What follows belongs to an exercise in optimizing a design on an open flow for small area; a production flow would make more cautious choices.
In this exercise RTL edits were held to simulation tests only and were not proved equivalent to the original.
Power figures rest on the tool's default switching activity, not on a simulated workload.

## flow/run.sh

```bash
#!/bin/bash
export BUFFER_PORTS_ARGS="-buffer_cell sky130_fd_sc_hd__buf_1"
bash standard.sh > standard.log 2>&1
```

## standard.sh

```bash
#!/bin/bash
# synth_recipe.tcl (not shown) runs the flow's synth.tcl, then flattens the netlist and writes it again
# the make line also repeats each setting of config.mk as NAME=value (left out here)
make -C /OpenROAD-flow-scripts/flow DESIGN_CONFIG=/design/flow/config.mk WORK_HOME=/design/flow/orfs CLKGATE_MAP_FILE= SYNTH_SCRIPT=/design/flow/synth_recipe.tcl "${@:-finish}"
```

## config.mk

```make
export PLATFORM = sky130hd
export DESIGN_NAME = skinny_core
export DESIGN_NICKNAME = skinny_core
export VERILOG_FILES = /design/flow/design.v
export SDC_FILE = /design/flow/constraint.sdc
export NUM_CORES = 4
export LEC_CHECK = 0
export CAP_MARGIN = 20
export CORE_MARGIN = 2
export CORE_UTILIZATION = 55
export PLACE_DENSITY = 0.7
export SLEW_MARGIN = 20
```

## constraint.sdc

```tcl
create_clock -name core_clock -period 4.0 [get_ports {clk}]
set_input_delay 0.8000 -clock core_clock [delete_from_list [all_inputs] [get_ports {clk}]]
set_output_delay 0.8000 -clock core_clock [all_outputs]
set_load 0.01 [all_outputs]
```

## design.v

```verilog
package skinny_pkg;
   typedef logic [127:0] block_t;
   typedef logic [31:0]  row_t;
   typedef logic [7:0]   cell_t;
   typedef logic [5:0]   rc_t;
   typedef logic [4:0]   phase_t;
   localparam int NUM_CELLS = 16;
   localparam rc_t RC_INIT = 6'h01;   
   localparam rc_t RC_LAST = 6'h0a;   
   localparam phase_t PH_LAST = 5'd30;
   function automatic rc_t rc_next(rc_t rc);
      rc_next = {rc[4:0], ~(rc[5] ^ rc[4])};
   endfunction
endpackage
`timescale 1ns/1ps
module skinny_sbox8 (
   input  skinny_pkg::cell_t si,
   output skinny_pkg::cell_t so
);
   logic [7:0] a;
   function automatic logic nx(logic x, logic y, logic z);
      nx = ~(x | y) ^ z;
   endfunction
   assign a[0] = nx(si[7], si[6], si[4]);
   assign a[1] = nx(si[3], si[2], si[0]);
   assign a[2] = nx(si[2], si[1], si[6]);
   assign a[3] = nx(a[0],  a[1],  si[5]);
   assign a[4] = nx(a[1],  si[3], si[1]);
   assign a[5] = nx(a[2],  a[3],  si[7]);
   assign a[6] = nx(a[3],  a[0],  si[3]);
   assign a[7] = nx(a[4],  a[5],  si[2]);
   assign so = {a[3], a[0], a[1], a[6], a[4], a[2], a[5], a[7]};
endmodule
`timescale 1ns/1ps
module skinny_round (
   input  logic               clk,
   input  logic               load,
   input  logic               col,
   input  logic [3:0]         colk,
   input  logic [3:1]         rot,
   input  skinny_pkg::block_t plaintext,
   input  skinny_pkg::cell_t  rk0,    
   input  skinny_pkg::cell_t  rk1,    
   input  skinny_pkg::rc_t    rc,
   output skinny_pkg::block_t state
);
   skinny_pkg::cell_t x [4];
   skinny_pkg::cell_t y [4];
   skinny_pkg::cell_t z [4];
   skinny_pkg::cell_t o [4];
   skinny_pkg::block_t pt_rot;
   genvar r;
   for (r = 0; r < 4; r = r + 1) begin : g_sbox
      assign x[r] = state[127-32*r -: 8];
      skinny_sbox8 sbox_i (
         .si (x[r]),
         .so (y[r])
      );
   end
   assign z[0] = y[0] ^ rk0 ^ {4'h0, colk[0] ? rc[3:0] : 4'h0};
   assign z[1] = y[1] ^ rk1 ^ {6'h0, colk[1] ? rc[5:4] : 2'h0};
   assign z[2] = y[2] ^ {6'h0, colk[2], 1'b0};
   assign z[3] = y[3];
   assign o[1] = z[0];
   assign o[2] = z[1] ^ z[2];
   assign o[3] = z[0] ^ z[2];
   assign o[0] = z[3] ^ o[3];
   assign pt_rot[127:96] = plaintext[127:96];
   assign pt_rot[95:64]  = {plaintext[71:64], plaintext[95:72]};
   assign pt_rot[63:32]  = {plaintext[47:32], plaintext[63:48]};
   assign pt_rot[31:0]   = {plaintext[23:0],  plaintext[31:24]};
   always_ff @(posedge clk) begin
      if (load) begin
         state <= pt_rot;
      end else begin
         if (col) state[127:96] <= {state[119:96], o[0]};
         if (col | rot[1]) state[95:64] <= {state[87:64], col ? o[1] : state[95:88]};
         if (col | rot[2]) state[63:32] <= {state[55:32], col ? o[2] : state[63:56]};
         if (col | rot[3]) state[31:0]  <= {state[23:0],  col ? o[3] : state[31:24]};
      end
   end
endmodule
`timescale 1ns/1ps
module skinny_tweakey #(
   parameter int LFSR = 0   
) (
   input  logic               clk,
   input  logic               load,
   input  logic               lfsr_en,
   input  skinny_pkg::block_t tk_in,
   output skinny_pkg::cell_t  tap0,
   output skinny_pkg::cell_t  tap6,
   output skinny_pkg::cell_t  tap12
);
   localparam logic [63:0] SIGMA = {4'd0, 4'd8, 4'd2, 4'd10, 4'd4, 4'd12, 4'd6, 4'd14,
                                    4'd5, 4'd13, 4'd3, 4'd11, 4'd7, 4'd15, 4'd1, 4'd9};
   localparam skinny_pkg::block_t PMASK = {8{8'h00, 8'hff}};
   skinny_pkg::block_t ring_q;
   skinny_pkg::block_t ring;   
   skinny_pkg::block_t ring_in;
   skinny_pkg::cell_t  fb;
   function automatic skinny_pkg::cell_t lane_lfsr(skinny_pkg::cell_t c);
      case (LFSR)
         2:       lane_lfsr = {c[6:0], c[7] ^ c[5]};
         3:       lane_lfsr = {c[0] ^ c[6], c[7:1]};
         default: lane_lfsr = c;
      endcase
   endfunction
   genvar i;
   for (i = 0; i < skinny_pkg::NUM_CELLS; i = i + 1) begin : g_in
      assign ring_in[127-8*i -: 8] = tk_in[127-8*SIGMA[63-4*i -: 4] -: 8];
   end
   assign fb = lfsr_en ? lane_lfsr(ring[127:120]) : ring[127:120];
   always_ff @(posedge clk) begin
      if (load) ring_q <= ring_in ^ PMASK;
      else      ring_q <= {ring[119:0], fb} ^ PMASK;
   end
   assign ring = ring_q ^ PMASK;
   assign tap0  = ring[127:120];
   assign tap6  = ring[79:72];
   assign tap12 = ring[31:24];
endmodule
`timescale 1ns/1ps
module skinny_ctrl (
   input  logic            clk,
   input  logic            rst,
   input  logic            start,
   output logic            load,
   output logic            col,      
   output logic [3:0]      colk,     
   output logic [3:1]      rot,      
   output logic            lfsr_en,
   output skinny_pkg::rc_t rc,
   output logic            busy,
   output logic            done
);
   skinny_pkg::phase_t t;
   logic last;
   logic pre;
   assign load = start & ~busy;   
   assign last = (rc == skinny_pkg::RC_LAST);
   assign colk[0] = busy & (t == 5'd0);
   assign colk[1] = busy & (t == 5'd14);
   assign colk[2] = busy & (t == 5'd18);
   assign colk[3] = busy & (t == 5'd26);
   assign col     = |colk;
   assign pre    = busy & ~last;
   assign rot[1] = pre & (t >= 5'd28);
   assign rot[2] = pre & (t >= 5'd29);
   assign rot[3] = pre & (t == 5'd30);
   assign lfsr_en = t[0] & ~t[4];
   always_ff @(posedge clk) begin
      if (rst) begin
         busy <= 1'b0;
         done <= 1'b0;
      end else begin
         done <= 1'b0;
         if (load) begin
            busy <= 1'b1;
         end else if (colk[3] && last) begin
            busy <= 1'b0;
            done <= 1'b1;
         end
      end
   end
   always_ff @(posedge clk) begin
      if (load) begin
         t  <= '0;
         rc <= skinny_pkg::RC_INIT;
      end else if (t == skinny_pkg::PH_LAST) begin
         t  <= '0;
         rc <= skinny_pkg::rc_next(rc);
      end else begin
         t  <= t + 1'b1;
      end
   end
endmodule
`timescale 1ns/1ps
module skinny_core (
   input  logic               clk,
   input  logic               rst,
   input  logic               start,
   input  skinny_pkg::block_t plaintext,
   input  skinny_pkg::block_t tk1,
   input  skinny_pkg::block_t tk2,
   input  skinny_pkg::block_t tk3,
   output skinny_pkg::block_t ciphertext,
   output logic               busy,
   output logic               done
);
   logic              load;
   logic              col;
   logic [3:0]        colk;
   logic [3:1]        rot;
   logic              lfsr_en;
   skinny_pkg::rc_t   rc;
   skinny_pkg::cell_t t1_0, t1_6, t1_12;
   skinny_pkg::cell_t t2_0, t2_6, t2_12;
   skinny_pkg::cell_t t3_0, t3_6, t3_12;
   skinny_pkg::cell_t rk0;
   skinny_pkg::cell_t rk1;
   skinny_ctrl ctrl_i (
      .clk     (clk),
      .rst     (rst),
      .start   (start),
      .load    (load),
      .col     (col),
      .colk    (colk),
      .rot     (rot),
      .lfsr_en (lfsr_en),
      .rc      (rc),
      .busy    (busy),
      .done    (done)
   );
   skinny_tweakey #(.LFSR(0)) tk1_i (
      .clk (clk), .load (load), .lfsr_en (lfsr_en), .tk_in (tk1),
      .tap0 (t1_0), .tap6 (t1_6), .tap12 (t1_12)
   );
   skinny_tweakey #(.LFSR(2)) tk2_i (
      .clk (clk), .load (load), .lfsr_en (lfsr_en), .tk_in (tk2),
      .tap0 (t2_0), .tap6 (t2_6), .tap12 (t2_12)
   );
   skinny_tweakey #(.LFSR(3)) tk3_i (
      .clk (clk), .load (load), .lfsr_en (lfsr_en), .tk_in (tk3),
      .tap0 (t3_0), .tap6 (t3_6), .tap12 (t3_12)
   );
   assign rk0 = t1_0 ^ t2_0 ^ t3_0;
   assign rk1 = (colk[1] | colk[2]) ? (t1_6 ^ t2_6 ^ t3_6) : (t1_12 ^ t2_12 ^ t3_12);
   skinny_round round_i (
      .clk       (clk),
      .load      (load),
      .col       (col),
      .colk      (colk),
      .rot       (rot),
      .plaintext (plaintext),
      .rk0       (rk0),
      .rk1       (rk1),
      .rc        (rc),
      .state     (ciphertext)
   );
endmodule
```

==> results of run 1 <==
## final timing paths
kind                          startpoint                           to  cells after the start
max reg2reg  round_i.state[58]$_DFFE_PP_  round_i.state[96]$_DFFE_PP_                      8
min                              tk2[12]     tk2_i.ring_q[68]$_DFF_P_                      2
min reg2reg    tk3_i.ring_q[109]$_DFF_P_    tk3_i.ring_q[117]$_DFF_P_                      1
max          round_i.state[58]$_DFFE_PP_  round_i.state[96]$_DFFE_PP_                      8
## state kept, by name (all words and copies together), names as in the netlist
register and count:
round_i.state 128, tk3_i.ring_q 128, ctrl_i.busy 1, ctrl_i.done 1
ctrl_i.rc 6, tk1_i.ring_q 128, ctrl_i.t 5, tk2_i.ring_q 128
## metrics by stage
step	instances	instance area [um^2]
6_report	3002	24000
5_1_grt	2997	24000
4_1_cts	2985	24000
3_5_place_dp	2887	22200
3_3_place_gp	2887	22200
2_1_floorplan	1879	19400
## final cells by class
cell class                      instances  area [um^2]
Antenna cell                           17         42.5
Timing Repair Buffer                  657         2550
Tap cell                              455          569
Inverter                                7         26.3
Clock buffer                           72         1500
Multi-Input combinational cell       1243         7260
Sequential cell                       525        11800
Clock inverter                         26          300
Fill cell                            2826        10700
## layout by cell type, fill, tap and decap left out, types with 4 or more instances in the layout
| cell | instances |
|---|---|
| sky130_fd_sc_hd__nand2_1 | 525 |
| sky130_fd_sc_hd__xor2_1 | 23 |
| sky130_fd_sc_hd__a21oi_1 | 28 |
| sky130_fd_sc_hd__edfxtp_1 | 128 |
| sky130_fd_sc_hd__nand3_1 | 9 |
| sky130_fd_sc_hd__mux2i_1 | 207 |
| sky130_fd_sc_hd__dfxtp_1 | 397 |
| sky130_fd_sc_hd__clkbuf_1 | 10 |
| sky130_fd_sc_hd__clkbuf_16 | 54 |
| sky130_fd_sc_hd__nand3b_1 | 5 |
| sky130_fd_sc_hd__or3_1 | 10 |
| sky130_fd_sc_hd__and2_1 | 7 |
| sky130_fd_sc_hd__a22oi_1 | 17 |
| sky130_fd_sc_hd__diode_2 | 17 |
| sky130_fd_sc_hd__clkbuf_8 | 8 |
| sky130_fd_sc_hd__nor3_1 | 5 |
| sky130_fd_sc_hd__buf_1 | 644 |
| sky130_fd_sc_hd__xnor2_1 | 99 |
| sky130_fd_sc_hd__o21ai_0 | 219 |
| sky130_fd_sc_hd__inv_1 | 7 |
| sky130_fd_sc_hd__o21ai_1 | 6 |
| sky130_fd_sc_hd__ha_1 | 5 |
| sky130_fd_sc_hd__bufinv_16 | 5 |
| sky130_fd_sc_hd__clkinv_2 | 13 |
| sky130_fd_sc_hd__nand4_1 | 4 |
| sky130_fd_sc_hd__nor2_1 | 44 |
| sky130_fd_sc_hd__buf_4 | 10 |
## power by group through the flow
stage               sequential [mW]  combinational (mW)  clock [mW]
floorplan                      6.97                1.78           0
global placement               7.05                2.79           0
detailed placement             7.06                2.82           0
CTS                            6.96                2.85        5.11
global route                   7.05                3.12        5.33
finish                         6.97                2.84        5.05
## logic make-up (layout without fill, tap and decap cells)
| family | after synthesis | in the layout | synth area share (%) |
|---|---|---|---|
| buf+inv | 111 | 762 | 2.19 |
| xor+xnor | 123 | 123 | 5.61 |
| simple gates | 626 | 626 | 12.9 |
| flops | 525 | 525 | 60.7 |
| mux | 209 | 209 | 10.8 |
| fa+ha+maj | 5 | 5 | 0.322 |
| compound gates | 280 | 280 | 7.57 |
| other cells | 0 | 17 | 0 |
## worst max-delay path: cells and delay by family, from the launching register on
kind	cells	cell delay, ns
multiplexers	3	0.88
AO/OA/AOI/OAI	1	0.27
AND/OR/NAND/NOR	1	0.37
flip-flops	1	0.55
XOR/XNOR	3	0.78
## layer usage
| layer | up-vias | wire length [um] |
|---|---|---|
| li1 | 7551 | - |
| met1 | 7218 | 23300 |
| met2 | 610 | 32000 |
| met3 | 106 | 4730 |
| met4 | 6 | 2050 |
| met5 | - | 38 |
==> flow_summary.json, run 1 <==
{
  "overflow_left_after_global_routing": 0,
  "post_syn_instances": 1879,
  "power_leakage_nw": 9.55,
  "report.power.total_mw": 14.9,
  "max_cap_violations": 0,
  "slowest_delay_ns": 0.55,
  "sequentialPowerShare_pct": 46.9,
  "startpoint_type": "flip-flop",
  "track_usage_pct": 32.5,
  "clk_path_buf_depth": 3,
  "postRouteAntennaNets": 0,
  "drt_first_iter_violations": 940,
  "dp_slack_ns": 0.926,
  "cellInternalPower_mw": 10.6,
  "timing.clock.skew_ns": 0.0159,
  "cts_tree": "yes",
  "post-synth-top-area-fraction_pct": 40.9,
  "p_comb_share_pct": 19.1,
  "syn-cell-area_um2": 19400,
  "vias": 15500,
  "post_syn_nets": 2399,
  "timing.max_slew.rel_slack_pct": 30.6,
  "ys_seq_elements": 525,
  "postSynth.asyncResetShare_pct": 0,
  "pwr_cell_area_nw_per_um2": 618,
  "global_route.usage.met3_pct": 7.88,
  "finalWirelength_um": 62100,
  "dpl.hpwl_um": 47800,
  "grt_max_degree": 216,
  "rsz0062_at_grt": "false",
  "holdCritPathClass": "input pin to flip-flop",
  "globalplace.congestion": 0.912,
  "floorplan.die.width_um": 192,
  "max_freq_mhz": 323,
  "arrival_ns": 3.45,
  "post-route-period-util_pct": 77.5,
  "cts_inserted_buffers": 52,
  "synth-edff-count": 128,
  "setup_viol": 0,
  "placeable_core_region_um2": 34700,
  "yosysMostFrequentCell": "sky130_fd_sc_hd__nand2_1",
  "num_io_pins": 645,
  "worst_ep_required_time_ns": 4.34,
  "ys_top_cells_by_count": "sky130_fd_sc_hd__nand2_1, sky130_fd_sc_hd__dfxtp_1, sky130_fd_sc_hd__o21ai_0",
  "timing.reg2reg.setup_slack_ns": 0.90,
  "synth.yosys.warnings": 13,
  "hold_violations": 0,
  "cts_hold_buffers": 0,
  "synth.yosys.seq_area_share_pct": 60.7,
  "cp-end-kind": "flip-flop",
  "via_count_of_the_first_global_routing_pass": 14900,
  "final_critical_path_setup_slack_ns": 0.900,
  "route.detailed.vias_per_inst": 5.16,
  "critical_path_cell_with_the_highest_stage_delay": "sky130_fd_sc_hd__edfxtp_1",
  "synth_top_flop_cell": "sky130_fd_sc_hd__dfxtp_1",
  "postCtsResizedCells": 0,
  "worst_pin_slew_ns": 1.04,
  "vdd.ir_drop.worst_uv": 444,
  "post_drt_wl_per_cell_um": 20.7,
  "cts-root-buf": "sky130_fd_sc_hd__clkbuf_16",
  "worstPathCellList": "o21a_1, nor4_2, mux2i_1, mux2i_1, xnor2_1, xnor2_1, xnor3_1, mux2_4",
  "tns_ns": 0,
  "drcViolationCount": 0,
  "p_switching_mw": 4.28,
  "groute.layer.met1.usage_pct": 37.7,
  "final_period_minus_worst_setup_slack_ns": 3.10,
  "critical_path_peak_fanout": 10,
  "p_sw_share_pct": 28.8,
  "synth_top_cells_by_area": "sky130_fd_sc_hd__dfxtp_1, sky130_fd_sc_hd__edfxtp_1, sky130_fd_sc_hd__mux2i_1",
  "drt_first_pass_iters": 5,
  "initial_core_utilization_pct": 56.0,
  "final_layout_size_suffix_gt1_share_pct": 4.39,
  "yosys.cell_types.count": 43,
  "layout.nets": 3006,
  "postCtsSetupBuffers": 0,
  "die-height_um": 192,
  "htree_levels": 2,
  "grt_first_pass_wirelength_um": 87300,
  "grt-busiest-layer": "met2",
  "clk_latency_ns": 0.60,
  "number_of_antenna_violations_at_the_first_check_in_global_routing": 17,
  "dieArea_um2": 36900,
  "whs_ns": 0.366,
  "std_cell_rows": 68,
  "post_synth.cell_area_avg_um2": 10.3,
  "postLayoutCoreUtil_pct": 69.2,
  "share_clk_of_total_power_pct": 34.0,
  "slew_viol_final": 0,
  "clk_transition_reported_paths_ns": 0.06,
  "worst_setup_path_class": "flip-flop to flip-flop",
  "areaGrowthSynthToFinish_pct": 23.6,
  "outcome": "timing/DRC/antenna clean",
  "io_buffer_count": 644,
  "met2_usage_pct": 57.5,
  "clock_sink_count": 525,
  "synthDominantAreaCellType": "sky130_fd_sc_hd__dfxtp_1"
}
==> run 2: changes to the inputs <==
==> flow/run.sh (replaced) <==
#!/bin/bash
# The standard layout (standard.sh) with three changes:
#  - synthesis maps logic with an area-oriented ABC script (flow/abc_area.script);
#    everything else in synthesis, flip-flop mapping included, is the standard one
#  - port buffers use the smallest buffer cell
#  - clock tree built from small clock buffers, without dummy loads
set -euo pipefail
W=$(pwd)
cat > my_synth.tcl <<TCL
proc abc {args} {
  set i [lsearch -exact \$args -script]
  if { \$i >= 0 } { lset args [expr {\$i + 1}] $W/flow/abc_area.script }
  yosys abc {*}\$args
}
source $W/synth_recipe.tcl
TCL
sed "s#SYNTH_SCRIPT=[^ ]*#SYNTH_SCRIPT=$W/my_synth.tcl#" standard.sh > my_standard.sh
grep -q "SYNTH_SCRIPT=$W/my_synth.tcl" my_standard.sh
export BUFFER_PORTS_ARGS="-buffer_cell sky130_fd_sc_hd__buf_1"
export CTS_ARGS="-sink_clustering_enable -repair_clock_nets -buf_list sky130_fd_sc_hd__clkbuf_4 -root_buf sky130_fd_sc_hd__clkbuf_4 -dont_use_dummy_load"
bash my_standard.sh > standard.log 2>&1
==> flow/abc_area.script (new file) <==
strash
dch
amap
topo
==> run 2 against run 1 <==
  * Core utilization increased by 0.058 points
  * Synthesized area decreased by 8.5%
  * Fmax decreased by 12%
  * Critical path depth increased by 3
  * Sequential share of layout area increased by 4.6 points
  * Non-clock buffer count increased by 1
  * Clock-buffer cell count increased by 60
  * Wire length increased by 0.58%
  * Clock power decreased by 34%
  * Highest routed layer unchanged
  * Clock skew increased by 0.048 ns
==> flow_summary.json, run 2 <==
{
  "io_buffer_count": 644,
  "met2WireLength_um": 30000,
  "placedCellCount": 2705,
  "timing.max_slew.rel_slack_pct": 29.4,
  "floorplan.die.width_um": 184,
  "slowest_delay_ns": 0.66,
  "clk_transition_reported_paths_ns": 0.06,
  "ys_top_cells_by_count": "sky130_fd_sc_hd__dfxtp_1, sky130_fd_sc_hd__o21ai_0, sky130_fd_sc_hd__nand2_1",
  "post_syn_instances": 1645,
  "grt_max_degree": 260,
  "holdCritPathClass": "input pin to flip-flop",
  "design_area_um2": 22000,
  "clk_latency_ns": 0.80,
  "wl_met3_um": 6020,
  "hold_violations": 0,
  "rsz0062_at_grt": "false",
  "max_cap_violations": 0,
  "worst_setup_path_class": "flip-flop to flip-flop",
  "worst_pin_slew_ns": 1.06,
  "post-route-period-util_pct": 88.0,
  "post-synth-top-area-fraction_pct": 44.7,
  "worst_ep_required_time_ns": 4.42,
  "syn-cell-area_um2": 17800,
  "topRoutingLayerUsed": "met5",
  "route.detailed.vias_per_inst": 5.78,
  "synth_top_cells_by_area": "sky130_fd_sc_hd__dfxtp_1, sky130_fd_sc_hd__edfxtp_1, sky130_fd_sc_hd__o21ai_0",
  "synth.yosys.warnings": 13,
  "cts_tree": "yes",
  "setup_viol": 0,
  "mostFrequentLayoutCell": "sky130_fd_sc_hd__buf_1",
  "final_cell_count_no_fill": 2856,
  "critical_path_peak_fanout": 36,
  "vdd.ir_drop.worst_uv": 281,
  "whs_ns": 0.176,
  "number_of_antenna_violations_at_the_first_check_in_global_routing": 17,
  "layout.nets": 2957,
  "yosysMostFrequentCell": "sky130_fd_sc_hd__dfxtp_1",
  "cts_hold_buffers": 0,
  "postSynth.asyncResetShare_pct": 0,
  "clock_sink_count": 525,
  "cp-end-kind": "flip-flop",
  "cts_inserted_buffers": 132,
  "overflow_left_after_global_routing": 0,
  "post_synth.cell_area_avg_um2": 10.8,
  "synth_top_flop_cell": "sky130_fd_sc_hd__dfxtp_1",
  "max_freq_mhz": 284,
  "postCtsResizedCells": 0,
  "num_io_pins": 645,
  "synth-edff-count": 128,
  "drt_first_iter_violations": 1557,
  "pwr_cell_area_nw_per_um2": 559,
  "post_drt_wl_per_cell_um": 21.9,
  "timing.clock.skew_ns": 0.0636,
  "final_layout_size_suffix_gt1_share_pct": 6.49,
  "vias": 16500,
  "finalWirelength_um": 62400,
  "initial_core_utilization_pct": 56.1,
  "routedLengthMet1_um": 24000,
  "dieArea_um2": 33800,
  "yosys.cell_types.count": 28,
  "postLayoutCoreUtil_pct": 69.3,
  "drcViolationCount": 0,
  "postCtsSetupBuffers": 0,
  "clk_path_buf_depth": 3,
  "areaGrowthSynthToFinish_pct": 23.6,
  "arrival_ns": 3.94,
  "dpl.hpwl_um": 46300,
  "cts-root-buf": "sky130_fd_sc_hd__clkbuf_4",
  "postRouteAntennaNets": 0,
  "track_usage_pct": 36.0,
  "critical_path_cell_with_the_highest_stage_delay": "sky130_fd_sc_hd__o41a_4",
  "final_period_minus_worst_setup_slack_ns": 3.52,
  "post_syn_nets": 2165,
  "r2r.worst_path.cells": 11,
  "die-height_um": 184,
  "via_count_of_the_first_global_routing_pass": 15500,
  "placeable_core_region_um2": 31700,
  "std_cell_rows": 65,
  "outcome": "timing/DRC/antenna clean",
  "slew_viol_final": 0,
  "worstPathCellList": "clkinv_1, ha_1, nand4_1, nor2_1, nor2_2, clkinv_1, nor3_4, clkinv_4, nor2_4, clkinv_4, o41a_4",
  "timing.hold.worst_path_depth": 2,
  "power_leakage_nw": 8.12,
  "placedInstanceArea_um2": 20900,
  "report.power.total_mw": 12.3,
  "startpoint_type": "flip-flop",
  "ys_seq_elements": 525,
  "htree_levels": 4,
  "drt_first_pass_iters": 5,
  "globalplace.congestion": 0.960,
  "final_cell_mix": "sky130_fd_sc_hd__buf_1, sky130_fd_sc_hd__dfxtp_1, sky130_fd_sc_hd__o21ai_0, sky130_fd_sc_hd__nand2_1, sky130_fd_sc_hd__o22ai_1",
  "grt_first_pass_wirelength_um": 89600,
  "synthDominantAreaCellType": "sky130_fd_sc_hd__dfxtp_1",
  "synth.yosys.seq_area_share_pct": 66.3
}
run 2: changes by cell type after synthesis, moves of 33 or more:
cell	previous run	this run
sky130_fd_sc_hd__nand2_1	526	234
sky130_fd_sc_hd__mux2i_1	207	0
sky130_fd_sc_hd__clkbuf_1	77	0
sky130_fd_sc_hd__o22ai_1	0	187
sky130_fd_sc_hd__o21ai_0	221	254
sky130_fd_sc_hd__a21oi_1	28	110
sky130_fd_sc_hd__xnor2_1	99	2
sky130_fd_sc_hd__a22o_1	0	98
sky130_fd_sc_hd__nor2_1	45	126
run 2: area by class of cell:
type / instances / area, um^2
multi-input combinational: 1089 / 5950
tap: 402 / 503
antenna: 19 / 47.5
clock buffer: 132 / 991
sequential: 525 / 11800
timing repair buffer: 658 / 2540
fill: 2612 / 9740
inverter: 31 / 153
run 2: logic make-up (layout without fill, tap and decap cells):
family                   after synthesis  in the layout  share of synthesized area [%]
buffers and inverters                 31            821                          0.654
adder cells (fa/ha/maj)                5              5                          0.352
AO/OA/AOI/OAI                        704            704                           24.4
AND/OR/NAND/NOR                      376            376                           8.08
XOR/XNOR                               4              4                          0.197
other                                  0             19                              0
flip-flops                           525            525                           66.3
run 2: path summary, 6_finish.rpt:
check                                 from                          end  slack, ns
setup / recovery    ctrl_i.t[0]$_SDFF_PP0_  round_i.state[62]$_DFFE_PP_       0.48
setup reg to reg    ctrl_i.t[0]$_SDFF_PP0_  round_i.state[62]$_DFFE_PP_       0.48
hold / removal                     tk3[42]     tk3_i.ring_q[98]$_DFF_P_       0.18
hold reg to reg   tk2_i.ring_q[99]$_DFF_P_    tk2_i.ring_q[107]$_DFF_P_       0.39
run 2: report_power, final:
| group | leakage, nW | internal [mW] | switching, mW | total [mW] |
|---|---|---|---|---|
| clock network | 0.607 | 1.50 | 1.83 | 3.33 |
| logic | 2.92 | 0.800 | 1.34 | 2.14 |
| registers | 4.59 | 6.35 | 0.464 | 6.81 |
run 2: metal layers:
metal  vias to the layer above  global-route usage (%)
met2                       822                    57.6
li1                       7813                       -
met4                         2                    18.8
met1                      7727                    44.2
met3                       148                    10.4
met5                         -                       0
run 2: metrics by stage:
stage | setup TNS, ns | setup WS [ns]
floorplan | -73.92 | -0.892
global placement | 0 | 0.606
detailed placement | 0 | 0.561
CTS | 0 | 0.486
global route | 0 | 0.211
finish | 0 | 0.481
run 2: worst max-delay path, delay by kind of cell, from the launching register on:
| kind | cells | cell delay [ns] |
|---|---|---|
| flip-flops | 1 | 0.43 |
| AO/OA/AOI/OAI | 1 | 0.66 |
| AND/OR/NAND/NOR | 5 | 0.95 |
| adder cells (fa/ha/maj) | 1 | 0.25 |
| buffers and inverters | 4 | 0.84 |
==> run 3: changes to the inputs <==
--- a/flow/run.sh
+++ b/flow/run.sh
@@ -18,4 +18,4 @@
 grep -q "SYNTH_SCRIPT=$W/my_synth.tcl" my_standard.sh
 export BUFFER_PORTS_ARGS="-buffer_cell sky130_fd_sc_hd__buf_1"
-export CTS_ARGS="-sink_clustering_enable -repair_clock_nets -buf_list sky130_fd_sc_hd__clkbuf_4 -root_buf sky130_fd_sc_hd__clkbuf_4 -dont_use_dummy_load"
+export CTS_ARGS="-sink_clustering_enable -repair_clock_nets -buf_list sky130_fd_sc_hd__clkbuf_8 -root_buf sky130_fd_sc_hd__clkbuf_8 -sink_clustering_size 16 -sink_clustering_max_diameter 60 -dont_use_dummy_load"
 bash my_standard.sh > standard.log 2>&1
--- a/config.mk
+++ b/config.mk
@@ -8,5 +8,5 @@
 export CAP_MARGIN = 20
 export CORE_MARGIN = 2
-export CORE_UTILIZATION = 55
-export PLACE_DENSITY = 0.7
+export CORE_UTILIZATION = 50
+export PLACE_DENSITY = 0.65
 export SLEW_MARGIN = 20
==> run 3 against run 2 <==
  * Synthesized area did not move
  * Critical path depth increased by 3
  * First-iteration DRC count is 27% lower
  * Core utilization is 7.9 points lower
  * Critical path type unchanged
  * Die area increased by 9.8%
  * Flip-flop and latch count unchanged
  * Global-route usage decreased by 4.6 points
  * Highest routed layer unchanged
  * Fmax grew 10%
  * Still clean on timing, DRC and antenna
  * Combinational power rose by 2%
  * Register-to-register slack better by 0.33 ns
  * Critical endpoint is now round_i.state[96]$_DFFE_PP_
  * Via count shrank 5.6%
  * Clock-buffer cell count is 90 lower
==> flow_summary.json, run 3 <==
{
  "outcome": "timing/DRC/antenna clean",
  "slowest_delay_ns": 0.54,
  "drt_first_pass_iters": 9,
  "worst_ep_required_time_ns": 4.30,
  "final_layout_size_suffix_gt1_share_pct": 2.94,
  "synth_top_flop_cell": "sky130_fd_sc_hd__dfxtp_1",
  "number_of_inserted_filler_cells_in_the_final_layout": 3209,
  "max_freq_mhz": 314,
  "placedCellCount": 2764,
  "synth.yosys.seq_area_share_pct": 66.3,
  "number_of_antenna_violations_at_the_first_check_in_global_routing": 21,
  "yosysMostFrequentCell": "sky130_fd_sc_hd__dfxtp_1",
  "vias": 15600,
  "post_syn_nets": 2165,
  "floorplan.die.width_um": 193,
  "overflow_left_after_global_routing": 0,
  "rsz0062_at_grt": "false",
  "clk_path_buf_depth": 3,
  "syn-cell-area_um2": 17800,
  "post_synth.cell_area_avg_um2": 10.8,
  "rr_endpoint": "round_i.state[96]$_DFFE_PP_",
  "placedInstanceArea_um2": 21000,
  "multiInputGateArea_um2": 5950,
  "synth-edff-count": 128,
  "final_period_minus_worst_setup_slack_ns": 3.19,
  "power_leakage_nw": 7.84,
  "cp-end-kind": "flip-flop",
  "die-height_um": 193,
  "placeable_core_region_um2": 35300,
  "arrival_ns": 3.49,
  "cts_tree": "yes",
  "post_syn_instances": 1645,
  "synth.yosys.warnings": 13,
  "worst_pin_slew_ns": 0.982,
  "postSynth.asyncResetShare_pct": 0,
  "track_usage_pct": 31.3,
  "final_critical_path_setup_slack_ns": 0.812,
  "via_count_of_the_first_global_routing_pass": 14600,
  "cts-root-buf": "sky130_fd_sc_hd__clkbuf_8",
  "r2r.worst_path.cells": 14,
  "crit_end": "round_i.state[96]$_DFFE_PP_",
  "final_cell_mix": "sky130_fd_sc_hd__buf_1, sky130_fd_sc_hd__dfxtp_1, sky130_fd_sc_hd__o21ai_0, sky130_fd_sc_hd__nand2_1, sky130_fd_sc_hd__o22ai_1",
  "dieArea_um2": 37100,
  "num_io_pins": 645,
  "cts_hold_buffers": 0,
  "synthDominantAreaCellType": "sky130_fd_sc_hd__dfxtp_1",
  "holdCritPathClass": "input pin to flip-flop",
  "post-synth-top-area-fraction_pct": 44.7,
  "drt_first_iter_violations": 1137,
  "grt_first_pass_wirelength_um": 85800,
  "globalplace.congestion": 0.875,
  "ys_seq_elements": 525,
  "io_buffer_count": 644,
  "yosys.cell_types.count": 28,
  "tns_ns": 0,
  "vdd.ir_drop.worst_uv": 369,
  "timing.clock.skew_ns": 0.0608,
  "critical_path_peak_fanout": 8,
  "postRouteAntennaNets": 0,
  "area.sequential_um2": 11800,
  "drcViolationCount": 0,
  "post-route-period-util_pct": 79.7,
  "worst_setup_path_class": "flip-flop to flip-flop",
  "critPathLaunch": "round_i.state[58]$_DFFE_PP_",
  "cts_inserted_buffers": 42,
  "route.detailed.vias_per_inst": 5.52,
  "layout.nets": 2868,
  "grt_max_degree": 258,
  "htree_levels": 2,
  "ys_top_cells_by_count": "sky130_fd_sc_hd__dfxtp_1, sky130_fd_sc_hd__o21ai_0, sky130_fd_sc_hd__nand2_1",
  "final_cell_count_no_fill": 2824,
  "initial_core_utilization_pct": 50.4,
  "r2r-start": "round_i.state[58]$_DFFE_PP_",
  "dp_slack_ns": 0.868,
  "pwr_cell_area_nw_per_um2": 533,
  "clock_sink_count": 525,
  "worstPathCellList": "o21ai_0, o31ai_1, buf_4, nor2_1, nor2_1, a21oi_1, nor2_1, a21oi_1, nand2_1, a21oi_1, o21ai_0, nand2_1, o21ai_0, o22a_1",
  "hold_violations": 0,
  "report.power.total_mw": 11.5,
  "startpoint_type": "flip-flop",
  "mostFrequentLayoutCell": "sky130_fd_sc_hd__buf_1",
  "timing.reg2reg.setup_slack_ns": 0.81,
  "timing.max_slew.rel_slack_pct": 34.6,
  "setup_viol": 0,
  "dpl.hpwl_um": 45200,
  "max_cap_violations": 0,
  "design_area_um2": 21700,
  "post_drt_wl_per_cell_um": 21.5,
  "clk_transition_reported_paths_ns": 0.10,
  "postCtsResizedCells": 0,
  "critical_path_cell_with_the_highest_stage_delay": "sky130_fd_sc_hd__edfxtp_1",
  "synth_top_cells_by_area": "sky130_fd_sc_hd__dfxtp_1, sky130_fd_sc_hd__edfxtp_1, sky130_fd_sc_hd__o21ai_0",
  "slew_viol_final": 0,
  "clk_latency_ns": 0.59,
  "finalWirelength_um": 60700,
  "postCtsSetupBuffers": 0,
  "areaGrowthSynthToFinish_pct": 21.9,
  "std_cell_rows": 69
}
==> run 3: cell type report <==
type	count	share of cell area, %
inverters	31	0.704
diodes	17	0.196
clock buffers	42	2.67
flip-flops and latches	525	54.4
well taps	461	2.66
repair buffers	659	11.9
multi-input cells	1089	27.5
==> run 3: worst min path at each step <==
stage | start | to | slack, ns | cells past startpoint
3_5_place_dp | tk1_i.ring_q[85]$_DFF_P_ | tk1_i.ring_q[93]$_DFF_P_ | 0.41 | 1
6_report | tk2[48] | tk2_i.ring_q[0]$_DFF_P_ | 0.38 | 2
5_1_grt | tk3[5] | tk3_i.ring_q[21]$_DFF_P_ | 0.35 | 2
4_1_cts | tk2[55] | tk2_i.ring_q[7]$_DFF_P_ | 0.33 | 2
2_1_floorplan | tk1_i.ring_q[96]$_DFF_P_ | tk1_i.ring_q[104]$_DFF_P_ | 0.40 | 1
3_3_place_gp | tk2_i.ring_q[32]$_DFF_P_ | tk2_i.ring_q[40]$_DFF_P_ | 0.40 | 1
==> run 3: layer usage <==
metal,track usage [%],up-vias,wire (um)
met5,0,-,21
met4,13.1,4,2550
met3,10.4,146,6330
met2,50.2,657,27900
met1,38.8,7191,23900
li1,-,7589,-
==> run 3: critical path: cells and delay by family, from the launching register on <==
| kind | cells | cell delay, ns |
|---|---|---|
| AOI/OAI and AO/OA | 8 | 1.73 |
| buffers and inverters | 1 | 0.16 |
| DFF | 1 | 0.54 |
| and+or+nand+nor | 5 | 0.49 |
==> run 3: stage by stage <==
| step | hold slack (ns) | utilization [%] |
|---|---|---|
| floorplan | 0.403 | - |
| global placement | 0.405 | 59.6 |
| detailed placement | 0.409 | 59.6 |
| CTS | 0.333 | 61.2 |
| global route | 0.350 | 61.4 |
| finish | 0.378 | 61.4 |
==> run 3: cells by family (layout without fill, tap and decap cells) <==
family	after synthesis	after routing	synth area share [%]
and+or+nand+nor	376	376	8.08
other	0	17	0
adders and majority gates	5	5	0.352
AOI/OAI and AO/OA	704	704	24.4
DFF	525	525	66.3
buffers and inverters	31	732	0.654
xor gates and xnor gates	4	4	0.197
==> run 3: power by group <==
| group | switching [mW] | internal [mW] | leakage (nW) | total (mW) |
|---|---|---|---|---|
| clock | 1.63 | 0.944 | 0.302 | 2.57 |
| sequential | 0.456 | 6.34 | 4.59 | 6.79 |
| combinational | 1.37 | 0.811 | 2.94 | 2.18 |
==> run 4: changes to the inputs <==
--- a/design.v
+++ b/design.v
@@ -145,5 +145,5 @@
    assign colk[3] = busy & (t == 5'd26);
    assign col     = |colk;
-   assign pre    = busy & ~last;
+   assign pre    = busy;   
    assign rot[1] = pre & (t >= 5'd28);
    assign rot[2] = pre & (t >= 5'd29);
==> run 4 against run 3 <==
  * Non-clock buffer count rose by 2
  * Synthesized area hardly changed
  * Sequential power hardly changed
  * Synthesized cell count is 0.24% lower
  * Sequential share of layout area increased by 0.17 points
  * Clock skew is 0.013 ns lower
  * Total power is 0.32% higher
  * Clock-buffer cell count shrank 2
  * Critical path depth is 1 higher
  * Critical path type unchanged
  * Via count grew 0.26%
==> flow_summary.json, run 4 <==
{
  "arrival_ns": 4.02,
  "vdd.ir_drop.worst_uv": 326,
  "initial_core_utilization_pct": 50.4,
  "critical_path.top_delay_family": "compound AO/OA/AOI/OAI gates",
  "worstPathCellList": "clkinv_1, ha_1, nand3_1, nor2_1, nor2_2, clkinv_1, o22ai_1, nor2_1, a21oi_1, nor2_1, a21oi_1, a21oi_1, o21ai_0, o21ai_0, o21ai_0",
  "slew_viol_final": 0,
  "setup_viol": 0,
  "route.detailed.vias_per_inst": 5.56,
  "share_clk_of_total_power_pct": 21.8,
  "tns_ns": 0,
  "worst_pin_slew_ns": 1.07,
  "placedInstanceArea_um2": 21000,
  "cts_inserted_buffers": 40,
  "ys_top_cells_by_count": "sky130_fd_sc_hd__dfxtp_1, sky130_fd_sc_hd__o21ai_0, sky130_fd_sc_hd__nand2_1",
  "max_cap_violations": 0,
  "worst_ep_required_time_ns": 4.42,
  "cts-root-buf": "sky130_fd_sc_hd__clkbuf_8",
  "number_of_inserted_filler_cells_in_the_final_layout": 3180,
  "postSynth.asyncResetShare_pct": 0,
  "max_freq_mhz": 278,
  "via_count_of_the_first_global_routing_pass": 14400,
  "p_sw_share_pct": 30.1,
  "track_usage_pct": 30.9,
  "synth-edff-count": 128,
  "postLayoutCoreUtil_pct": 61.2,
  "number_of_antenna_violations_at_the_first_check_in_global_routing": 11,
  "yosysMostFrequentCell": "sky130_fd_sc_hd__dfxtp_1",
  "design_area_um2": 21600,
  "placedCellCount": 2759,
  "cellInternalPower_mw": 8.10,
  "overflow_left_after_global_routing": 0,
  "synth_top_flop_cell": "sky130_fd_sc_hd__dfxtp_1",
  "critical_path_peak_fanout": 10,
  "final_cell_mix": "sky130_fd_sc_hd__buf_1, sky130_fd_sc_hd__dfxtp_1, sky130_fd_sc_hd__o21ai_0, sky130_fd_sc_hd__nand2_1, sky130_fd_sc_hd__o22ai_1",
  "p_switching_mw": 3.49,
  "final_period_minus_worst_setup_slack_ns": 3.60,
  "cts_tree": "yes",
  "placeable_core_region_um2": 35300,
  "report.power.total_mw": 11.6,
  "post_syn_instances": 1641,
  "num_io_pins": 645,
  "post-synth-top-area-fraction_pct": 44.7,
  "grt_max_degree": 269,
  "layout.nets": 2864,
  "critical_path_cell_with_the_highest_stage_delay": "sky130_fd_sc_hd__nor2_2",
  "holdCritPathClass": "input pin to flip-flop",
  "whs_ns": 0.380,
  "timing.clock.skew_ns": 0.0473,
  "final_cell_count_no_fill": 2813,
  "drcViolationCount": 0,
  "std_cell_rows": 69,
  "clk_transition_reported_paths_ns": 0.10,
  "hold_violations": 0,
  "pwr_cell_area_nw_per_um2": 536,
  "synthDominantAreaCellType": "sky130_fd_sc_hd__dfxtp_1",
  "postCtsSetupBuffers": 0,
  "vias": 15600,
  "synth.yosys.seq_area_share_pct": 66.3,
  "dpl.hpwl_um": 45100,
  "floorplan.die.width_um": 193,
  "dieArea_um2": 37100,
  "final_layout_size_suffix_gt1_share_pct": 2.82,
  "sequentialPowerShare_pct": 58.9,
  "cts_hold_buffers": 0,
  "p_comb_share_pct": 19.3,
  "io_buffer_count": 644,
  "htree_levels": 2,
  "globalplace.congestion": 0.932,
  "post-route-period-util_pct": 90.0,
  "post_synth.cell_area_avg_um2": 10.8,
  "mostFrequentLayoutCell": "sky130_fd_sc_hd__buf_1",
  "cp-end-kind": "flip-flop",
  "power_leakage_nw": 7.80,
  "post_syn_nets": 2161,
  "syn-cell-area_um2": 17800,
  "dp_slack_ns": 0.217,
  "cp_num_buf_inv": 2,
  "post_drt_wl_per_cell_um": 21.5,
  "drt_first_iter_violations": 1117,
  "worst_setup_path_class": "flip-flop to flip-flop",
  "finalWirelength_um": 60600,
  "drt_first_pass_iters": 7,
  "grt_first_pass_wirelength_um": 85600,
  "yosys.cell_types.count": 28,
  "ys_seq_elements": 525,
  "final_critical_path_setup_slack_ns": 0.399,
  "outcome": "timing/DRC/antenna clean",
  "clock_sink_count": 525,
  "die-height_um": 193,
  "postCtsResizedCells": 0,
  "clk_path_buf_depth": 3,
  "slowest_delay_ns": 0.45,
  "clk_latency_ns": 0.59,
  "synth.yosys.warnings": 13,
  "timing.max_slew.rel_slack_pct": 28.8,
  "rsz0062_at_grt": "false",
  "areaGrowthSynthToFinish_pct": 21.5,
  "postRouteAntennaNets": 0,
  "startpoint_type": "flip-flop",
  "synth_top_cells_by_area": "sky130_fd_sc_hd__dfxtp_1, sky130_fd_sc_hd__edfxtp_1, sky130_fd_sc_hd__o21ai_0"
}
[run 4: worst reg2reg max path, stage by stage, from the launching register on]
cell and delay (ns):
sky130_fd_sc_hd__dfxtp_1 0.42, sky130_fd_sc_hd__clkinv_1 0.17, sky130_fd_sc_hd__ha_1 0.27, sky130_fd_sc_hd__nand3_1 0.12, sky130_fd_sc_hd__nor2_1 0.08, sky130_fd_sc_hd__nor2_2 0.45
sky130_fd_sc_hd__clkinv_1 0.46, sky130_fd_sc_hd__o22ai_1 0.27, sky130_fd_sc_hd__nor2_1 0.06, sky130_fd_sc_hd__a21oi_1 0.19, sky130_fd_sc_hd__nor2_1 0.07, sky130_fd_sc_hd__a21oi_1 0.32
sky130_fd_sc_hd__a21oi_1 0.11, sky130_fd_sc_hd__o21ai_0 0.11, sky130_fd_sc_hd__o21ai_0 0.19, sky130_fd_sc_hd__o21ai_0 0.19
[run 4: per-layer routing]
| layer | track usage [%] | up-vias | share of wire (%) |
|---|---|---|---|
| met3 | 8.78 | 112 | 9.4 |
| met2 | 50.0 | 689 | 47 |
| met4 | 10.4 | 6 | 2.9 |
| li1 | - | 7556 | - |
| met1 | 40.0 | 7264 | 40 |
| met5 | 0 | - | 0.066 |
[run 4: cell type report]
cell class                 count  area (um^2)  area share [%]
antenna                       10         25.0           0.116
multi-input combinational   1082         5920            27.4
timing repair buffer         661         2590            12.0
sequential                   525        11800            54.5
tap                          461          577            2.67
inverter                      34          159           0.735
clock buffer                  40          551            2.55
[run 4: final timing paths]
kind / slack [ns] / from / to / cells past startpoint
min reg2reg: 0.40 / tk2_i.ring_q[114]$_DFF_P_ / tk2_i.ring_q[122]$_DFF_P_ / 1
max: 0.40 / ctrl_i.t[0]$_SDFF_PP0_ / round_i.state[36]$_DFFE_PP_ / 15
min: 0.38 / tk3[52] / tk3_i.ring_q[4]$_DFF_P_ / 2
max reg2reg: 0.40 / ctrl_i.t[0]$_SDFF_PP0_ / round_i.state[36]$_DFFE_PP_ / 15
[run 4: cells by family after synthesis]
kind of cell             after synthesis  share of synthesized area, %
AO/OA/AOI/OAI                        697                          24.3
XOR/XNOR                               8                         0.394
adder cells (fa/ha/maj)                5                         0.352
buffers and inverters                 34                         0.717
flip-flops                           525                          66.3
AND/OR/NAND/NOR                      372                          7.99
[run 4: power by group through the flow]
stage | Clock [mW] | Sequential, mW | Combinational [mW]
detailed placement | 0 | 6.92 | 2.21
floorplan | 0 | 6.85 | 1.25
finish | 2.53 | 6.82 | 2.24
global route | 2.76 | 6.89 | 2.48
CTS | 2.56 | 6.81 | 2.22
global placement | 0 | 6.91 | 2.17
==> run 5: changes to the inputs <==
--- a/design.v
+++ b/design.v
@@ -70,13 +70,24 @@
    assign pt_rot[63:32]  = {plaintext[47:32], plaintext[63:48]};
    assign pt_rot[31:0]   = {plaintext[23:0],  plaintext[31:24]};
-   always_ff @(posedge clk) begin
-      if (load) begin
-         state <= pt_rot;
-      end else begin
-         if (col) state[127:96] <= {state[119:96], o[0]};
-         if (col | rot[1]) state[95:64] <= {state[87:64], col ? o[1] : state[95:88]};
-         if (col | rot[2]) state[63:32] <= {state[55:32], col ? o[2] : state[63:56]};
-         if (col | rot[3]) state[31:0]  <= {state[23:0],  col ? o[3] : state[31:24]};
-      end
+   skinny_pkg::block_t nxt;
+   skinny_pkg::block_t sel_load;
+   skinny_pkg::block_t sel_step;
+   skinny_pkg::block_t sel_hold;
+   logic [3:0] step_r;
+   assign step_r[0] = col;
+   assign step_r[1] = col | rot[1];
+   assign step_r[2] = col | rot[2];
+   assign step_r[3] = col | rot[3];
+   assign nxt[127:96] = {state[119:96], o[0]};
+   assign nxt[95:64]  = {state[87:64], col ? o[1] : state[95:88]};
+   assign nxt[63:32]  = {state[55:32], col ? o[2] : state[63:56]};
+   assign nxt[31:0]   = {state[23:0],  col ? o[3] : state[31:24]};
+   for (r = 0; r < 4; r = r + 1) begin : g_sel
+      assign sel_load[127-32*r -: 32] = {32{load}};
+      assign sel_step[127-32*r -: 32] = {32{step_r[r]}};
+      assign sel_hold[127-32*r -: 32] = {32{~(load | step_r[r])}};
+   end
+   always_ff @(posedge clk) begin
+      state <= (sel_load & pt_rot) | (sel_step & nxt) | (sel_hold & state);
    end
 endmodule
==> run 5 against run 4 <==
  * Still clean
  * Global-route usage rose by 2.6 points
  * Worst setup slack worse by 0.034 ns
  * Sequential share of layout area is 4.7 points lower
  * Die area decreased by 3.2%
  * First-iteration DRC count increased by 29%
  * Synthesized cell count increased by 8.4%
  * Clock power about the same
  * Non-clock buffer count increased by 2
  * Flip-flop and latch count unchanged
  * Synthesized area fell by 3.3%
  * Critical path type unchanged
  * Largest cell class unchanged
==> flow_summary.json, run 5 <==
{
  "cp_num_buf_inv": 7,
  "route.detailed.vias_per_inst": 5.66,
  "std_cell_rows": 67,
  "cp-end-kind": "flip-flop",
  "synth-edff-count": 0,
  "dieArea_um2": 35900,
  "slowest_delay_ns": 0.59,
  "final_layout_size_suffix_gt1_share_pct": 3.10,
  "postSynth.asyncResetShare_pct": 0,
  "dpl.hpwl_um": 48200,
  "critPathMostFrequentCell": "sky130_fd_sc_hd__clkinv_4",
  "drt_first_iter_violations": 1438,
  "grt_first_pass_wirelength_um": 91200,
  "final_period_minus_worst_setup_slack_ns": 3.63,
  "post_synth.cell_area_avg_um2": 9.67,
  "cts_tree": "yes",
  "worstPathCellList": "clkinv_1, ha_1, nand3_1, nor2_1, nor2_2, clkinv_2, nor3_4, clkinv_4, nor2_4, clkinv_4, o41ai_4, buf_4, clkinv_4, nor2_2, a222oi_1, clkinv_1",
  "postCtsSetupBuffers": 0,
  "vias": 16700,
  "outcome": "timing/DRC/antenna clean",
  "ys_seq_elements": 525,
  "post_drt_wl_per_cell_um": 21.4,
  "number_of_antenna_violations_at_the_first_check_in_global_routing": 21,
  "ys_top_cells_by_count": "sky130_fd_sc_hd__dfxtp_1, sky130_fd_sc_hd__o21ai_0, sky130_fd_sc_hd__nand2_1",
  "post_syn_nets": 2299,
  "placeable_core_region_um2": 33700,
  "synth_top_flop_cell": "sky130_fd_sc_hd__dfxtp_1",
  "post_syn_instances": 1779,
  "final_critical_path_setup_slack_ns": 0.365,
  "layout.nets": 3006,
  "final_cell_mix": "sky130_fd_sc_hd__buf_1, sky130_fd_sc_hd__dfxtp_1, sky130_fd_sc_hd__o21ai_0, sky130_fd_sc_hd__nand2_1, sky130_fd_sc_hd__o22ai_1",
  "placedInstanceArea_um2": 20500,
  "yosysMostFrequentCell": "sky130_fd_sc_hd__dfxtp_1",
  "die-height_um": 190,
  "synth.yosys.seq_area_share_pct": 61.1,
  "initial_core_utilization_pct": 51.1,
  "holdCritPathClass": "input pin to flip-flop",
  "mostFrequentLayoutCell": "sky130_fd_sc_hd__buf_1",
  "io_buffer_count": 644,
  "areaGrowthSynthToFinish_pct": 22.6,
  "floorplan.die.width_um": 190,
  "finalWirelength_um": 63200,
  "worst_ep_required_time_ns": 4.52,
  "synth.yosys.warnings": 13,
  "postCtsResizedCells": 0,
  "timing.clock.skew_ns": 0.0584,
  "design_area_um2": 21100,
  "pwr_cell_area_nw_per_um2": 571,
  "drt_first_pass_iters": 8,
  "arrival_ns": 4.15,
  "slew_viol_final": 0,
  "r2r-start": "ctrl_i.t[0]$_SDFF_PP0_",
  "rsz0062_at_grt": "false",
  "globalplace.congestion": 0.907,
  "htree_levels": 2,
  "timing.max_slew.rel_slack_pct": 34.7,
  "overflow_left_after_global_routing": 0,
  "worst_pin_slew_ns": 0.980,
  "critPathLaunch": "ctrl_i.t[0]$_SDFF_PP0_",
  "vdd.ir_drop.worst_uv": 349,
  "startpoint_type": "flip-flop",
  "drcViolationCount": 0,
  "cts-root-buf": "sky130_fd_sc_hd__clkbuf_8",
  "syn-cell-area_um2": 17200,
  "grt_max_degree": 199,
  "whs_ns": 0.383,
  "clk_transition_reported_paths_ns": 0.10,
  "critical_path_peak_fanout": 26,
  "hold_start": "tk3[51]",
  "post-synth-top-area-fraction_pct": 61.1,
  "clock_sink_count": 525,
  "clk_path_buf_depth": 3,
  "yosys.cell_types.count": 26,
  "track_usage_pct": 33.5,
  "dp_slack_ns": 0.299,
  "clk_latency_ns": 0.58,
  "report.power.total_mw": 12.0,
  "tns_ns": 0,
  "setup_viol": 0,
  "via_count_of_the_first_global_routing_pass": 15500,
  "power_leakage_nw": 7.70,
  "post-route-period-util_pct": 90.9,
  "postRouteAntennaNets": 0,
  "num_io_pins": 645,
  "worst_setup_path_class": "flip-flop to flip-flop",
  "critical_path.top_delay_family": "simple AND/OR/NAND/NOR gates",
  "critical_path_cell_with_the_highest_stage_delay": "sky130_fd_sc_hd__nor2_2",
  "hold_violations": 0,
  "synthDominantAreaCellType": "sky130_fd_sc_hd__dfxtp_1",
  "max_cap_violations": 0,
  "cts_inserted_buffers": 41,
  "synth_top_cells_by_area": "sky130_fd_sc_hd__dfxtp_1, sky130_fd_sc_hd__o21ai_0, sky130_fd_sc_hd__o22ai_1",
  "max_freq_mhz": 275
}
## run 5: final cells by class
type / instances / area, um^2
fill: 3099 / 12600
sequential: 525 / 10500
multi-input combinational: 1130 / 6310
timing repair buffer: 663 / 2600
clock buffer: 41 / 564
tap: 448 / 561
inverter: 125 / 512
antenna: 17 / 42.5
## run 5: metal layers
layer / global-route usage [%] / up-vias / wire, um
met5: 0 / - / 49
li1: - / 8028 / -
met4: 14.4 / 8 / 2380
met3: 9.01 / 142 / 5840
met2: 56.5 / 751 / 30500
met1: 40.4 / 7753 / 24400
## run 5: path summary, 6_finish.rpt
path / slack [ns] / to / cells past startpoint
max: 0.37 / round_i.state[56]$_DFF_P_ / 16
min: 0.38 / tk3_i.ring_q[3]$_DFF_P_ / 2
max reg2reg: 0.37 / round_i.state[56]$_DFF_P_ / 16
min reg2reg: 0.41 / tk2_i.ring_q[120]$_DFF_P_ / 1
## run 5: metrics by stage
stage	utilization, %	std cells
floorplan	-	1779
global placement	60.8	2890
detailed placement	60.8	2890
CTS	62.5	2931
global route	62.6	2948
finish	62.6	2949
## run 5: cells by family (layout without fill, tap and decap cells)
| family | count (synthesis) | count (layout) | share of synthesized area, % |
|---|---|---|---|
| buffers and inverters | 125 | 829 | 2.73 |
| other | 0 | 17 | 0 |
| AND/OR/NAND/NOR | 398 | 399 | 8.89 |
| XOR/XNOR | 3 | 3 | 0.153 |
| flip-flops | 525 | 525 | 61.1 |
| AO/OA/AOI/OAI | 723 | 723 | 26.8 |
| adder cells (fa/ha/maj) | 5 | 5 | 0.364 |
## run 5: power by group
part	total (mW)	switching [mW]	internal, mW
sequential	6.77	0.630	6.14
clock	2.52	1.60	0.923
combinational	2.75	1.74	1.01
## run 5: worst reg2reg max path: stages (launching register included)
cell and delay (ns):
sky130_fd_sc_hd__dfxtp_1 0.45, sky130_fd_sc_hd__clkinv_1 0.19, sky130_fd_sc_hd__ha_1 0.26, sky130_fd_sc_hd__nand3_1 0.12, sky130_fd_sc_hd__nor2_1 0.08, sky130_fd_sc_hd__nor2_2 0.12
sky130_fd_sc_hd__clkinv_2 0.18, sky130_fd_sc_hd__nor3_4 0.23, sky130_fd_sc_hd__clkinv_4 0.11, sky130_fd_sc_hd__nor2_4 0.17, sky130_fd_sc_hd__clkinv_4 0.21, sky130_fd_sc_hd__o41ai_4 0.10
sky130_fd_sc_hd__buf_4 0.23, sky130_fd_sc_hd__clkinv_4 0.21, sky130_fd_sc_hd__nor2_2 0.60, sky130_fd_sc_hd__a222oi_1 0.26, sky130_fd_sc_hd__clkinv_1 0.07
## run 5: timing repair
action                                  CTS  global route
endpoints found under the setup margin    0             2
hold buffers                              0             0
endpoints found under the hold margin     0             0

==> static timing again, ports no longer ideal <==
The results above use ideal ports. As a check the final layouts listed here were re-extracted and re-timed, cells and wires unchanged.
Step 1 assumes that a clkbuf_16 drives the clock port and a buf_2 every other input.
Step 2 adds t to the input delays and takes it off the output delays; t is the mean of the earliest and latest rising clock arrival at the registers after step 1. Input paths then give back, and output paths get back, about the clock's delay inside the block.
a / b / c = ideal / step 1 / step 2; a / b = the first two.
run	shift t [ns]	setup slack, ns	worst slew at a driven data input, ns	cell pins on the clock port's net
run 1	0.649	0.900 / 0.900 / 0.900	0.14	1
run 2	0.820	0.481 / 0.481 / 0.481	0.14	1
run 3	0.610	0.812 / 0.812 / 0.812	0.11	1
run 4	0.619	0.399 / 0.399 / 0.399	0.11	1
run 5	0.605	0.365 / 0.365 / 0.365	0.13	1
After both steps every run listed still meets setup and hold.
